Background: an optimization exercise with open tools, aiming at small area, a short achievable clock period and few clock cycles per item. Do not read the settings as production practice. Function was checked by simulation only, so behaviour that the tests miss may differ from the original.

==> flow/design.v, too long to show whole: its modules and the start of the top module <==
// module alu_decode_exec: 336 lines
// module add32: 122 lines
// module mul_csa: 1081 lines
module alu_decode_exec #(
    parameter int unsigned XLEN = 32
) (
    input  logic            clk,
    input  logic            reset,
    input  logic            in_valid,
    output logic            in_ready,
    input  logic [1:0]      ALUOp,
    input  logic [2:0]      funct3,
    input  logic [6:0]      funct7,
    input  logic [XLEN-1:0] a,
    input  logic [XLEN-1:0] b,
    output logic            out_valid,
    input  logic            out_ready,
    output logic [XLEN-1:0] result,
    output logic            zero,
    output logic            illegal,
    output logic            busy
);
  // ...
==> flow/flow/run.sh <==
#!/bin/bash
set -euo pipefail
MARGIN=${MARGIN:-7.1}
bash standard.sh SETUP_SLACK_MARGIN=$MARGIN finish > standard_flow.log 2>&1
==> flow/standard.sh <==
#!/bin/bash
# synth_recipe.tcl (not shown) runs the flow's synth.tcl, then flattens the netlist and writes it again
# the make line also repeats each setting of config.mk as NAME=value (left out here)
make -C /OpenROAD-flow-scripts/flow DESIGN_CONFIG=/design/flow/config.mk WORK_HOME=/design/flow/orfs CLKGATE_MAP_FILE= SYNTH_SCRIPT=/design/flow/synth_recipe.tcl "${@:-finish}"
==> flow/config.mk <==
export PLATFORM = sky130hd
export DESIGN_NAME = alu_decode_exec
export DESIGN_NICKNAME = alu_decode_exec
export VERILOG_FILES = /design/flow/design.v
export SDC_FILE = /design/flow/constraint.sdc
export NUM_CORES = 4
export LEC_CHECK = 0
export ABC_AREA = 1
export CAP_MARGIN = 20
export CORE_MARGIN = 2
export CORE_UTILIZATION = 30
export SLEW_MARGIN = 20
export TNS_END_PERCENT = 0
==> flow/constraint.sdc <==
create_clock -name core_clock -period 12.0 [get_ports {clk}]
set_input_delay 2.4000 -clock core_clock [delete_from_list [all_inputs] [get_ports {clk}]]
set_output_delay 2.4000 -clock core_clock [all_outputs]
set_load 0.01 [all_outputs]
==> results.sh, run 1 <==
export IMPL_wl_per_cell_um=26.93
export IMPL_yosysTopAreaCell="edfxtp_1"
export IMPL_final_core_util_pct=36.73
export IMPL_required_ps=12270
export IMPL_final_common_cell="nand2_1"
export IMPL_finClkSkew_ps=17.35
export IMPL_holdWs_ps=479.2
export IMPL_path_buf_inv=6
export IMPL_syn_mean_instance_area_um2=7.206
export IMPL_ctsResizeCount=187
export IMPL_outcome="complete, no violations"
export IMPL_num_vias=32293
export IMPL_nets=4564
export IMPL_synth_fa_ha_area_share_pct=18.84
export IMPL_grt_pass1_vias=30143
export IMPL_slew_headroom_pct=27.19
export IMPL_multi_input_area_share_pct=61.77
export IMPL_gp_congestion=1.004
export IMPL_num_antenna_cells=4
export IMPL_placed_area_mm2=0.03143
export IMPL_layout_drive_gt1_share_pct=14.01
export IMPL_cts_max_path_buffers=2
export IMPL_postSynth_asyncResetShare_pct=0
export IMPL_synth_top_family_by_area="simple AND/OR/NAND/NOR gates"
export IMPL_r2r_start="bn_q[0]"
export IMPL_grtUsageMet1_pct=38.66
export IMPL_nClkBuffers=17
export IMPL_timing_final_crit_share_pct=43.40
export IMPL_synthXorXnorAreaFrac_pct=11.32
export IMPL_seq_cells=188
export IMPL_grt_start_max_net_pins=95
export IMPL_netlist_area_mm2=0.02906
export IMPL_synth_cells=4033
export IMPL_drt_iter0_drc=5489
export IMPL_postCtsSetupBuffers=107
export IMPL_setup_viol=0
export IMPL_cts_tree="done"
export IMPL_r2r_end="y_q[28]"
export IMPL_synth_area_leaders="edfxtp_1, fa_1, nand2_1"
export IMPL_clkTransAtPathRegs_ps=90
Testbench counts, summed over its fixed seeds: cycles 19,910, items 16,000.
==> run 2: changes to the inputs <==
==> flow/flow/run.sh (replaced) <==
#!/bin/bash
set -euo pipefail
MARGIN=${MARGIN:-6.7}
bash standard.sh SETUP_SLACK_MARGIN=$MARGIN finish > standard_flow.log 2>&1
==> results.sh, run 2 <==
export IMPL_outcome="complete, no violations"
export IMPL_cts_max_path_buffers=2
export IMPL_yosysTopAreaCell="edfxtp_1"
export IMPL_core_area_mm2=0.09628
export IMPL_max_freq_mhz=182.5
export IMPL_grt_start_max_net_pins=97
export IMPL_timing_final_crit_share_pct=45.66
export IMPL_drv_cap=0
export IMPL_gp_congestion=1.041
export IMPL_worstPathMaxFanout=7
export IMPL_dpl_worst_slack_ps=5141
export IMPL_syn_mean_instance_area_um2=7.206
export IMPL_hold_buffers=0
export IMPL_num_vias=32020
export IMPL_insertion_delay_ps=530
export IMPL_final_common_cell="nand2_1"
export IMPL_grt_pass1_wl_um=198800
export IMPL_grt_overflow_total=0
export IMPL_synth_nets=4427
export IMPL_final_core_util_pct=35.46
export IMPL_num_rows=114
export IMPL_worstHoldPathCells=0
export IMPL_wl_um=143000
export IMPL_die_area_mm2=0.09938
export IMPL_r2r_setup_slack_ps=6520
export IMPL_numCtsBuffers=17
export IMPL_min_to="oi_q"
export IMPL_netlist_area_mm2=0.02906
export IMPL_cts_tree="done"
export IMPL_r2r_start="a1_q[22]"
export IMPL_drc=0
export IMPL_first_pass_iters=9
export IMPL_fillers=10215
export IMPL_area_delta_synth_final_pct=17.47
export IMPL_finalCriticalPeriod_ps=5479
export IMPL_die_h_um=315.3
export IMPL_hp_start="ill_q"
export IMPL_antenna_found_initial=5
export IMPL_required_ps=12360
export IMPL_synth_cells=4033
export IMPL_r2r_end="x_q[29]"
export IMPL_dieWidth_um=315.3
export IMPL_drv_slew=0
export IMPL_crit_chain="clkinvlp_4 > buf_4 > buf_4 > o22ai_1 > xor2_1 > fa_1 > inv_1 > fa_1 > fa_1 > fa_1 > fa_1 > inv_1 > fa_1 > nand2_1 > a21boi_1"
export IMPL_clkTransAtPathRegs_ps=90
export IMPL_worst_slew_pin_slew_ps=1038
export IMPL_htreeDepth=4
export IMPL_final_antenna_net_count=0
export IMPL_wl_per_cell_um=26.43
export IMPL_final_hold_viol_count=0
export IMPL_finClkSkew_ps=33.66
export IMPL_postSynth_asyncResetShare_pct=0
export IMPL_worst_path_most_repeated_cell="fa_1"
export IMPL_yosysMostFrequentCell="nand2_1"
export IMPL_numClockSinks=188
export IMPL_setup_viol=0
export IMPL_critPathArrivalTime_ps=5840
export IMPL_synth_area_leaders="edfxtp_1, fa_1, nand2_1"
export IMPL_ys_top_cells_by_count="nand2_1, nand3_1, inv_1"
export IMPL_startpoint_type="flop"
export IMPL_drt_iter0_drc=5563
export IMPL_nets=4514
export IMPL_avgViaCountPerCell=5.916
export IMPL_synth_seq_cells=188
export IMPL_grt_pass1_vias=28995
export IMPL_critPathCaptureType="flop"
export IMPL_crit_type="reg -> reg"
export IMPL_min_path_type="reg -> reg"
export IMPL_reg2reg_depth=15
export IMPL_critPathMaxStageDelay_ps=810
export IMPL_slew_headroom_pct=30.79
export IMPL_io_buffers=116
export IMPL_final_cell_mix="nand2_1, nand3_1, inv_1"
export IMPL_groute_usage_overall_pct=27.26
export IMPL_ys_seq_area_share_pct=18.80
export IMPL_ys_types=62
export IMPL_place_hpwl_um=97780
export IMPL_initial_core_util_pct=30.19
export IMPL_layout_drive_gt1_share_pct=10.67
export IMPL_synthFlopType="edfxtp_1"
export IMPL_setup_tns_ps=0
export IMPL_synth_edf_count=170
export IMPL_worst_path_max_delay_cell="edfxtp_1"
export IMPL_cts_root_buf="clkbuf_16"
export IMPL_io_pins=117
export IMPL_synth_warnings=1
export IMPL_synth_top_area_share_pct=17.57
export IMPL_rsz0062_at_grt="true"
export IMPL_post_route_worst_setup_slack_ps=6521
run 2: cell counts after synthesis:
Identical to the previous run, type by type.
run 2: final cells by class:
class | instances | area [um2] | share of cell area [%]
timing repair buffer | 341 | 3437 | 10.07
inverter | 450 | 1834 | 5.373
antenna | 3 | 7.507 | 0.02199
clock buffer | 19 | 454.2 | 1.330
tap | 1276 | 1597 | 4.676
timing repair inverter | 4 | 25.02 | 0.07330
multi-input combinational | 3118 | 21180 | 62.03
clock inverter | 13 | 143.9 | 0.4215
sequential | 188 | 5465 | 16.01
run 2: worst max-delay path by stage:
| stage | startpoint | to | slack, ps | cells past startpoint |
|---|---|---|---|---|
| floorplan | out_ready | x_q[0] | 6220 | 9 |
| global placement | out_ready | x_q[10] | 5230 | 15 |
| detailed placement | out_ready | x_q[8] | 5140 | 15 |
| CTS | a1_q[20] | y_q[31] | 6340 | 19 |
| global route | bn_q[1] | y_q[31] | 6400 | 23 |
| finish | a1_q[22] | x_q[29] | 6520 | 15 |
run 2: critical path: cells and delay by family, from the launching register on:
family	cells	cell delay (ps)
simple gates	1	290
xor+xnor	1	110
flops	1	810
compound gates	2	400
buf+inv	5	690
fa+ha+maj	6	3000
run 2: timing repair:
item                       4_1_cts  5_1_grt
pin swaps                        2       25
setup buffers                   27      104
resized for setup               58      143
gates cloned                     5       17
setup endpoints to repair      232      233
run 2: per-layer routing:
metal | share of wire [%] | GRT usage [%]
met5 | 0.027 | 0
met4 | 6.1 | 13.27
met3 | 16 | 8.617
met2 | 40 | 38.24
met1 | 38 | 37.50
run 2: kinds of logic (layout without fill, tap and decap cells):
family	Yosys count	after routing	synth area share, %
compound gates	785	785	16.88
mux	5	5	0.1937
other cells	0	3	0
fa+ha+maj	314	314	18.84
xor+xnor	373	373	11.32
simple gates	1637	1641	24.10
flops	188	188	18.80
buf+inv	731	827	9.854
run 2: stage by stage:
| step | instances | cell area [um2] | hold WS [ps] |
|---|---|---|---|
| 5_1_grt | 5409 | 34130 | 458.5 |
| 4_1_cts | 5288 | 32370 | 437.6 |
| 3_5_place_dp | 5224 | 31310 | 413.2 |
| 2_1_floorplan | 4033 | 29070 | 400.3 |
| 6_report | 5412 | 34140 | 436.0 |
| 3_3_place_gp | 5224 | 31310 | 415.6 |
==> module alu_decode_exec, before the edit <==
module alu_decode_exec #(
    parameter int unsigned XLEN = 32
) (
    input  logic            clk,
    input  logic            reset,
    input  logic            in_valid,
    output logic            in_ready,
    input  logic [1:0]      ALUOp,
    input  logic [2:0]      funct3,
    input  logic [6:0]      funct7,
    input  logic [XLEN-1:0] a,
    input  logic [XLEN-1:0] b,
    output logic            out_valid,
    input  logic            out_ready,
    output logic [XLEN-1:0] result,
    output logic            zero,
    output logic            illegal,
    output logic            busy
);
    localparam logic [3:0] KIll  = 4'd0;
    localparam logic [3:0] KAdd  = 4'd1;
    localparam logic [3:0] KSub  = 4'd2;
    localparam logic [3:0] KSlt  = 4'd3;
    localparam logic [3:0] KSltu = 4'd4;
    localparam logic [3:0] KXor  = 4'd5;
    localparam logic [3:0] KOr   = 4'd6;
    localparam logic [3:0] KAnd  = 4'd7;
    localparam logic [3:0] KSll  = 4'd8;
    localparam logic [3:0] KSrl  = 4'd9;
    localparam logic [3:0] KSra  = 4'd10;
    localparam logic [3:0] KMul  = 4'd11;
    localparam logic [3:0] KDiv  = 4'd12;
    logic [3:0] kin;
    always_comb begin
        kin = KIll;
        case (ALUOp)
            2'b00: kin = KAdd;
            2'b01: kin = KSub;
            2'b10: begin
                case (funct7)
                    7'b0000000: begin
                        case (funct3)
                            3'b000:  kin = KAdd;
                            3'b001:  kin = KSll;
                            3'b010:  kin = KSlt;
                            3'b011:  kin = KSltu;
                            3'b100:  kin = KXor;
                            3'b101:  kin = KSrl;
                            3'b110:  kin = KOr;
                            default: kin = KAnd;
                        endcase
                    end
                    7'b0100000: begin
                        if (funct3 == 3'b000)      kin = KSub;
                        else if (funct3 == 3'b101) kin = KSra;
                    end
                    7'b0000001: begin
                        if (funct3 == 3'b000) kin = KMul;
                        else if (funct3[2])   kin = KDiv;
                    end
                    default: kin = KIll;
                endcase
            end
            default: begin
                case (funct3)
                    3'b000: kin = KAdd;
                    3'b001: if (funct7 == 7'b0000000) kin = KSll;
                    3'b010: kin = KSlt;
                    3'b011: kin = KSltu;
                    3'b100: kin = KXor;
                    3'b101: begin
                        if (funct7 == 7'b0000000)      kin = KSrl;
                        else if (funct7 == 7'b0100000) kin = KSra;
                    end
                    3'b110:  kin = KOr;
                    default: kin = KAnd;
                endcase
            end
        endcase
    end
    logic            v1_q;                   
    logic [3:0]      k1_q;
    logic [1:0]      f1_q;                   
    logic [31:0]     a1_q, b1_q;
    logic [15:0]     bo_q, bn_q;             
    logic [15:0]     bt_q;                   
    logic            v2_q;                   
    logic [31:0]     x_q, y_q;
    logic            neg_q, cmp_q, sgn_q, ill_q;
    logic [1:0]      dph_q;                  
    logic [4:0]      dcnt_q;
    logic            dsb_q, drem_q, dneg_q;
    logic            ov_q, oz_q, oi_q;       
    logic [31:0]     or_q;
    logic            busy_q;
    assign out_valid = ov_q;
    assign result    = or_q;
    assign zero      = oz_q;
    assign illegal   = oi_q;
    assign busy      = busy_q;
    logic [31:0] sum;
    logic        cout, lt;
    logic [31:0] nres;
    logic        nzero;
    add32 u_add (.x(x_q), .y(y_q ^ {32{neg_q}}), .ci(neg_q), .s(sum), .co(cout));
    assign lt    = (sgn_q && (x_q[31] != y_q[31])) ? x_q[31] : ~cout;
    assign nres  = cmp_q ? {31'd0, lt} : sum;
    assign nzero = cmp_q ? ~lt : (sum == 32'd0);
    logic [31:0] ms, mc;
    mul_csa u_mul (.a(a1_q), .b_one(bo_q), .b_two(bt_q), .b_neg(bn_q), .s(ms), .c(mc));
    always_comb begin
        for (int i = 0; i < 16; i++) begin
            b1_q[2*i+1] = bn_q[i];
            b1_q[2*i]   = bo_q[i] ^ ((i > 0) ? bn_q[(i > 0) ? i - 1 : 0] : 1'b0);
        end
    end
    always_comb begin
        for (int i = 0; i < 16; i++)
            bt_q[i] = ~bo_q[i] & (bn_q[i] ^ ((i > 0) ? bn_q[(i > 0) ? i - 1 : 0] : 1'b0));
    end
    logic [15:0] bo_in, bn_in;
    always_comb begin
        for (int i = 0; i < 16; i++) begin
            bo_in[i] = b[2*i] ^ ((i > 0) ? b[(i > 0) ? 2*i-1 : 0] : 1'b0);
            bn_in[i] = b[2*i+1];
        end
    end
    logic [31:0] sh_in, sh_rev, sh_r, sh_out;
    logic [32:0] sh_w;
    logic [4:0]  sh_amt;
    logic        sh_left, sh_fill;
    always_comb begin
        for (int i = 0; i < 32; i++) sh_rev[i] = a1_q[31-i];
        sh_in = sh_left ? sh_rev : a1_q;
        sh_w  = $signed({sh_fill, sh_in}) >>> sh_amt;
        sh_r  = sh_w[31:0];
        for (int i = 0; i < 32; i++) sh_out[i] = sh_left ? sh_r[31-i] : sh_r[i];
    end
    function automatic logic [2:0] lead8(input logic [7:0] v);
        logic [2:0] p;
        p[2] = |v[7:4];
        p[1] = p[2] ? |v[7:6] : |v[3:2];
        p[0] = p[2] ? (p[1] ? v[7] : v[5]) : (p[1] ? v[3] : v[1]);
        lead8 = p;
    endfunction
    function automatic logic [5:0] bitlen32(input logic [31:0] v);
        logic [3:0] nz;
        logic [2:0] p0, p1, p2, p3, pl;
        logic [1:0] g;
        for (int i = 0; i < 4; i++) nz[i] = |v[8*i +: 8];
        p0 = lead8(v[7:0]);
        p1 = lead8(v[15:8]);
        p2 = lead8(v[23:16]);
        p3 = lead8(v[31:24]);
        g[1] = nz[3] | nz[2];
        g[0] = nz[3] | (~nz[2] & nz[1]);
        case (g)
            2'd3:    pl = p3;
            2'd2:    pl = p2;
            2'd1:    pl = p1;
            default: pl = p0;
        endcase
        bitlen32 = (|nz) ? ({1'b0, g, pl} + 6'd1) : 6'd0;
    endfunction
    logic        d_sa, d_sb, d_bz, d_exit;
    logic [31:0] d_ac, d_bc;
    logic [5:0]  d_la, d_lb, d_bla, d_blb;
    logic [6:0]  d_s;
    assign d_sa  = ~f1_q[0] & a1_q[31];
    assign d_sb  = ~f1_q[0] & b1_q[31];
    assign d_ac  = a1_q ^ {32{d_sa}};        
    assign d_bc  = b1_q ^ {32{d_sb}};        
    assign d_bz  = (b1_q == 32'd0);
    assign d_la  = bitlen32(d_ac);
    assign d_lb  = bitlen32(d_bc);
    assign d_bla = d_la + {5'd0, d_sa};
    assign d_blb = d_lb + {5'd0, d_sb & (((d_bc >> 1) & ~d_bc) == 32'd0)};
    assign d_s   = {1'b0, d_bla} - {1'b0, d_blb};
    assign d_exit = d_bz | d_s[6];
    logic [31:0] d_r, d_q;
    assign d_r = cout ? sum : x_q;
    assign d_q = {a1_q[30:0], cout};
    logic s1_norm, s1_div, o_free, s2_free, s1_go, d_c0, d_last;
    assign s1_div  = v1_q & (k1_q == KDiv) & (dph_q == 2'd0);
    assign s1_norm = v1_q & (k1_q != KDiv);
    assign o_free  = ~ov_q | out_ready;      
    assign s2_free = ~v2_q | o_free;         
    assign s1_go   = s1_norm & s2_free;      
    assign d_c0    = s1_div & s2_free;       
    assign d_last  = (dph_q == 2'd2) & (dcnt_q == 5'd0);
    logic s1_take;
    assign s1_take = ~v1_q | s1_go | d_last;   
    logic rdy_base_q, rdy_cond_q;
    assign in_ready = rdy_base_q | (rdy_cond_q & out_ready);
    always_comb begin
        sh_left = 1'b0;
        sh_fill = 1'b0;
        sh_amt  = b1_q[4:0];
        if ((k1_q != KSll) && (k1_q != KSrl) && (k1_q != KSra)) sh_amt = 5'd0;
        if (dph_q == 2'd1) begin
            sh_left = 1'b1;
            sh_amt  = dcnt_q;
        end else begin
            sh_left = (k1_q == KSll);
            sh_fill = (k1_q == KSra) & a1_q[31];
        end
    end
    logic            v1_d, v2_d, ov_d, busy_d;
    logic [3:0]      k1_d;
    logic [1:0]      f1_d, dph_d;
    logic [31:0]     a1_d, x_d, y_d, or_d;
    logic [15:0]     bo_d, bn_d;
    logic            neg_d, cmp_d, sgn_d, ill_d, oz_d, oi_d;
    logic [4:0]      dcnt_d;
    logic            dsb_d, drem_d, dneg_d;
    logic            s1_leaves, load1;
    always_comb begin
        v1_d = v1_q; k1_d = k1_q; f1_d = f1_q; a1_d = a1_q;
        bo_d = bo_q; bn_d = bn_q;
        v2_d = v2_q; x_d = x_q; y_d = y_q; neg_d = neg_q; cmp_d = cmp_q; sgn_d = sgn_q;
        ill_d = ill_q;
        dph_d = dph_q; dcnt_d = dcnt_q; dsb_d = dsb_q; drem_d = drem_q; dneg_d = dneg_q;
        ov_d = ov_q; or_d = or_q; oz_d = oz_q; oi_d = oi_q;
        s1_leaves = 1'b0;
        if (o_free) begin
            ov_d = v2_q; or_d = nres; oz_d = nzero; oi_d = ill_q;
            v2_d = 1'b0;
        end
        if (s1_go) begin
            s1_leaves = 1'b1;
            v2_d  = 1'b1;
            neg_d = 1'b0; cmp_d = 1'b0; sgn_d = 1'b0; ill_d = 1'b0;
            x_d   = 32'd0;
            y_d   = 32'd0;
            case (k1_q)
                KAdd:  begin x_d = sh_out; y_d = b1_q; end
                KSub:  begin x_d = sh_out; y_d = b1_q; neg_d = 1'b1; end
                KSlt:  begin x_d = sh_out; y_d = b1_q; neg_d = 1'b1; cmp_d = 1'b1; sgn_d = 1'b1; end
                KSltu: begin x_d = sh_out; y_d = b1_q; neg_d = 1'b1; cmp_d = 1'b1; end
                KXor:  y_d = a1_q ^ b1_q;
                KOr:   begin x_d = a1_q & b1_q; y_d = a1_q ^ b1_q; end
                KAnd:  x_d = a1_q & b1_q;
                KSll, KSrl, KSra: x_d = sh_out;
                KMul:  ;                     
                default: ill_d = 1'b1;
            endcase
        end else if (d_c0) begin
            neg_d = 1'b0; cmp_d = 1'b0; sgn_d = 1'b0; ill_d = 1'b0;
            drem_d = f1_q[1];
            dsb_d  = d_sb;
            dneg_d = f1_q[1] ? d_sa : (d_sa ^ d_sb);
            dcnt_d = d_s[4:0];
            if (d_exit) begin
                s1_leaves = 1'b1;
                v2_d = 1'b1;
                x_d  = f1_q[1] ? sh_out : {32{d_bz}};
                y_d  = 32'd0;
            end else begin
                x_d   = 32'd0;               
                y_d   = a1_q;
                neg_d = d_sa;
                a1_d  = b1_q;                
                dph_d = 2'd1;
            end
        end else if (dph_q == 2'd1) begin
            x_d   = sum;
            y_d   = sh_out;
            neg_d = ~dsb_q;
            a1_d  = 32'd0;
            dph_d = 2'd2;
        end else if (dph_q == 2'd2) begin
            if (dcnt_q != 5'd0) begin
                x_d    = d_r;
                a1_d   = d_q;
                y_d    = {dsb_q, y_q[31:1]};
                dcnt_d = dcnt_q - 5'd1;
            end else begin
                s1_leaves = 1'b1;
                v2_d  = 1'b1;
                x_d   = 32'd0;
                y_d   = drem_q ? d_r : d_q;
                neg_d = dneg_q;
                dph_d = 2'd0;
            end
        end
        if (s1_leaves) v1_d = 1'b0;
        load1 = s1_take & in_valid;
        if (load1) begin
            v1_d = 1'b1;
            k1_d = kin;
            f1_d = funct3[1:0];
        end
        if (s1_take) begin
            a1_d = a;
            bo_d = bo_in;
            bn_d = bn_in;
        end
        busy_d = (dph_d != 2'd0);
    end
    logic rdy_base_d, rdy_cond_d, s1n_norm;
    assign s1n_norm   = v1_d & (k1_d != KDiv);
    assign rdy_cond_d = s1n_norm;
    assign rdy_base_d = ~v1_d | ((dph_d == 2'd2) & (dcnt_d == 5'd0))
                      | (s1n_norm & (~v2_d | ~ov_d));
    always_ff @(posedge clk) begin
        if (reset) begin
            v1_q   <= 1'b0;
            v2_q   <= 1'b0;
            dph_q  <= 2'd0;
            ov_q   <= 1'b0;
            busy_q <= 1'b0;
            rdy_base_q <= 1'b1;
            rdy_cond_q <= 1'b0;
        end else begin
            v1_q   <= v1_d;
            v2_q   <= v2_d;
            dph_q  <= dph_d;
            ov_q   <= ov_d;
            busy_q <= busy_d;
            rdy_base_q <= rdy_base_d;
            rdy_cond_q <= rdy_cond_d;
        end
    end
    logic        mul_go;
    logic [31:0] x_dm, y_dm;
    assign mul_go = s1_go & (k1_q == KMul);
    assign x_dm   = mul_go ? ms : x_d;
    assign y_dm   = mul_go ? mc : y_d;
    always_ff @(posedge clk) begin
        k1_q <= k1_d; f1_q <= f1_d; a1_q <= a1_d;
        bo_q <= bo_d; bn_q <= bn_d;
        x_q <= x_dm; y_q <= y_dm; neg_q <= neg_d; cmp_q <= cmp_d; sgn_q <= sgn_d; ill_q <= ill_d;
        dcnt_q <= dcnt_d; dsb_q <= dsb_d; drem_q <= drem_d; dneg_q <= dneg_d;
        or_q <= or_d; oz_q <= oz_d; oi_q <= oi_d;
    end
endmodule
==> run 3: changes to the inputs <==
--- a/flow/design.v
+++ b/flow/design.v
@@ -92,3 +92,3 @@
     logic            dsb_q, drem_q, dneg_q;
-    logic            ov_q, oz_q, oi_q;       
+    logic            ov_q, oi_q;             
     logic [31:0]     or_q;
@@ -97,3 +97,3 @@
     assign result    = or_q;
-    assign zero      = oz_q;
+    assign zero      = (or_q == 32'd0);      
     assign illegal   = oi_q;
@@ -103,3 +103,2 @@
     logic [31:0] nres;
-    logic        nzero;
     add32 u_add (.x(x_q), .y(y_q ^ {32{neg_q}}), .ci(neg_q), .s(sum), .co(cout));
@@ -107,3 +106,2 @@
     assign nres  = cmp_q ? {31'd0, lt} : sum;
-    assign nzero = cmp_q ? ~lt : (sum == 32'd0);
     logic [31:0] ms, mc;
@@ -212,3 +210,3 @@
     logic [15:0]     bo_d, bn_d;
-    logic            neg_d, cmp_d, sgn_d, ill_d, oz_d, oi_d;
+    logic            neg_d, cmp_d, sgn_d, ill_d, oi_d;
     logic [4:0]      dcnt_d;
@@ -222,6 +220,6 @@
         dph_d = dph_q; dcnt_d = dcnt_q; dsb_d = dsb_q; drem_d = drem_q; dneg_d = dneg_q;
-        ov_d = ov_q; or_d = or_q; oz_d = oz_q; oi_d = oi_q;
+        ov_d = ov_q; or_d = or_q; oi_d = oi_q;
         s1_leaves = 1'b0;
         if (o_free) begin
-            ov_d = v2_q; or_d = nres; oz_d = nzero; oi_d = ill_q;
+            ov_d = v2_q; or_d = nres; oi_d = ill_q;
             v2_d = 1'b0;
@@ -333,3 +331,3 @@
         dcnt_q <= dcnt_d; dsb_q <= dsb_d; drem_q <= drem_d; dneg_q <= dneg_d;
-        or_q <= or_d; oz_q <= oz_d; oi_q <= oi_d;
+        or_q <= or_d; oi_q <= oi_d;
     end
==> flow/flow/run.sh (replaced) <==
#!/bin/bash
set -euo pipefail
MARGIN=${MARGIN:-6.9}
bash standard.sh SETUP_SLACK_MARGIN=$MARGIN finish > standard_flow.log 2>&1
--- a/flow/config.mk
+++ b/flow/config.mk
@@ -12,2 +12 @@
 export SLEW_MARGIN = 20
-export TNS_END_PERCENT = 0
==> results.sh, run 3 <==
export IMPL_outcome="complete, no violations"
export IMPL_final_cell_area_mm2=0.03786
export IMPL_synthXorXnorAreaFrac_pct=11.46
export IMPL_htreeDepth=4
export IMPL_worst_path_most_repeated_cell="inv_1"
export IMPL_yosys_area_share_simple_pct=27.49
export IMPL_first_pass_iters=12
export IMPL_slew_headroom_pct=25.81
export IMPL_synthMuxAreaShare_pct=0.1842
export IMPL_drc=0
export IMPL_dieWidth_um=323.2
export IMPL_ys_seq_area_share_pct=17.78
export IMPL_setup_viol=0
export IMPL_finalCriticalPeriod_ps=5210
export IMPL_required_ps=12260
export IMPL_startpoint_type="input pin"
export IMPL_clkTransAtPathRegs_ps=80
export IMPL_drv_slew=0
export IMPL_drv_cap=0
export IMPL_insertion_delay_ps=530
export IMPL_synth_warnings=1
export IMPL_synth_top_family_by_area="simple AND/OR/NAND/NOR gates"
export IMPL_worstHoldPathCells=0
export IMPL_rsz0062_at_grt="true"
export IMPL_worst_slew_pin_slew_ps=1113
export IMPL_numCtsBuffers=17
export IMPL_synth_compound_area_share_pct=14.75
export IMPL_max_freq_mhz=192.0
export IMPL_postSynth_asyncResetShare_pct=0
export IMPL_synth_fa_ha_area_share_pct=17.91
export IMPL_synth_edf_count=169
export IMPL_grt_pass1_wl_um=228500
export IMPL_reg2reg_depth=21
export IMPL_grt_start_max_net_pins=100
export IMPL_instances_no_fill=5872
export IMPL_die_h_um=323.2
export IMPL_critPathMaxStageDelay_ps=550
export IMPL_yosysMostFrequentCell="nand2_1"
export IMPL_setup_tns_ps=0
export IMPL_placed_area_mm2=0.03298
export IMPL_wl_per_cell_um=27.95
export IMPL_yosysTopAreaCell="edfxtp_1"
export IMPL_synthFlopType="edfxtp_1"
export IMPL_ys_types=69
export IMPL_wl_um=164100
export IMPL_gp_congestion=1.014
export IMPL_min_to="oi_q"
export IMPL_place_inst=5595
export IMPL_critPathCaptureType="flop"
export IMPL_area_delta_synth_final_pct=23.83
export IMPL_io_buffers=116
export IMPL_final_hold_viol_count=0
export IMPL_ys_top_cells_by_count="nand2_1, nand3_1, inv_1"
export IMPL_syn_mean_instance_area_um2=7.071
export IMPL_critPathArrivalTime_ps=5470
export IMPL_cts_root_buf="clkbuf_16"
export IMPL_num_rows=117
export IMPL_final_common_cell="nand2_1"
export IMPL_core_area_mm2=0.1014
export IMPL_numClockSinks=187
export IMPL_timing_final_crit_share_pct=43.41
export IMPL_holdWs_ps=500.8
export IMPL_initial_core_util_pct=30.13
export IMPL_final_cell_mix="nand2_1, nand3_1, inv_1"
export IMPL_synth_cells=4323
export IMPL_nets=4881
export IMPL_dpl_worst_slack_ps=5029
export IMPL_crit_type="in -> reg"
export IMPL_io_pins=117
export IMPL_avgViaCountPerCell=5.936
export IMPL_synth_seq_cells=187
export IMPL_worstPathMaxFanout=72
export IMPL_drt_iter0_drc=5496
export IMPL_synth_area_leaders="edfxtp_1, fa_1, nand2_1"
export IMPL_groute_usage_overall_pct=30.35
export IMPL_layout_drive_gt1_share_pct=15.29
export IMPL_post_route_worst_setup_slack_ps=6790
export IMPL_grt_pass1_vias=32044
export IMPL_synth_top_area_share_pct=16.60
export IMPL_hp_start="ill_q"
export IMPL_cts_max_path_buffers=2
export IMPL_final_core_util_pct=37.31
export IMPL_num_vias=34857
export IMPL_r2r_start="a1_q[1]"
export IMPL_cts_tree="done"
export IMPL_final_antenna_net_count=0
export IMPL_fillers=10581
export IMPL_die_area_mm2=0.1045
export IMPL_min_path_type="reg -> reg"
export IMPL_place_hpwl_um=108200
export IMPL_crit_chain="buf_6 > inv_1 > nand2_8 > inv_1 > nand2_1 > nand2_1 > nor3_2 > buf_6 > inv_1 > buf_4 > o311ai_0 > a21oi_1 > a21boi_1"
export IMPL_netlist_area_mm2=0.03057
export IMPL_synth_nets=4717
export IMPL_r2r_setup_slack_ps=6810
export IMPL_r2r_end="y_q[31]"
export IMPL_antenna_found_initial=7
export IMPL_worst_path_max_delay_cell="buf_4"
export IMPL_finClkSkew_ps=24.15
export IMPL_grt_overflow_total=0
[run 3: worst max path at each step]
stage                     depth (start not counted)  startpoint  slack [ps]         end
after global placement                           17   out_ready        5200  rdy_base_q
after floorplan                                  26     bn_q[1]        6930     y_q[31]
after detailed placement                         26    bn_q[15]        5030      x_q[8]
after global routing                             33     bn_q[5]        6670     x_q[23]
final                                            13   out_ready        6790      x_q[8]
after CTS                                         3   out_ready        6800    in_ready
[run 3: timing repair]
item	in CTS	in global routing
setup endpoints to repair	245	104
cloned	23	6
gates resized for setup	200	235
hold buffers	0	0
pin swaps	42	99
setup buffers	133	78
[run 3: cell families (layout without fill, tap and decap cells)]
group / count (synthesis) / count (layout)
xor+xnor: 385 / 385
flops: 187 / 187
buf+inv: 805 / 975
compound gates: 713 / 715
fa+ha+maj: 314 / 314
other cells: 0 / 4
mux: 5 / 5
simple gates: 1914 / 1919
[run 3: per-layer routing]
layer	vias to the layer above	track usage (%)	share of wire [%]
met5	-	0	0.042
li1	14852	-	-
met4	10	17.02	7.2
met2	2779	42.91	40
met3	668	11.39	16
met1	16548	39.46	37
[run 3: layout make-up]
cell class / count / area, um2 / area share [%]
Tap cell: 1368 / 1712 / 4.522
Sequential cell: 187 / 5435 / 14.36
Multi-Input combinational cell: 3338 / 23320 / 61.60
Timing Repair inverter: 3 / 18.77 / 0.04958
Clock buffer: 18 / 429.2 / 1.134
Timing Repair Buffer: 448 / 4684 / 12.37
Antenna cell: 4 / 10.01 / 0.02644
Clock inverter: 14 / 180.2 / 0.4760
Inverter: 492 / 2067 / 5.460
[run 3: critical path: cells and delay by family]
kind	cells	cell delay, ps
AO/OA/AOI/OAI	3	750
buffers and inverters	6	1720
AND/OR/NAND/NOR	4	550
Testbench counts of run 3, summed over its fixed seeds: cycles 19,910, items 16,000.

static timing again, ports no longer ideal:
In the flow no input, the clock included, has a driving cell. The finished layouts below were timed again as built, in two steps.
Step 1 sets driving cells, clkbuf_16 on the clock port and buf_2 on the other inputs (assumed; they add their load-dependent delay and slew).
Step 2 adds t to the input delays and takes it off the output delays; t is the mean of the earliest and latest rising clock arrival at the registers after step 1. Input paths then give back, and output paths get back, about the clock's delay inside the block.
Slacks: no drivers / after step 1 / after step 2; pairs: no drivers / after step 1.
run	shift t [ns]	setup slack, ns	hold WS [ns]	cell pins on the clock port's net
run 1	0.573	6.792 / 6.788 / 6.490	0.479 / 0.479 / 0.479	1
run 2	0.579	6.521 / 6.521 / 6.469	0.436 / 0.436 / 0.436	1
run 3	0.587	6.790 / 6.765 / 6.242	0.501 / 0.501 / 0.501	1
After both steps setup and hold are still met in every run listed. The setup slack of run 3, which loses most, moves by -0.025 ns with the drivers and by -0.548 ns with both steps.
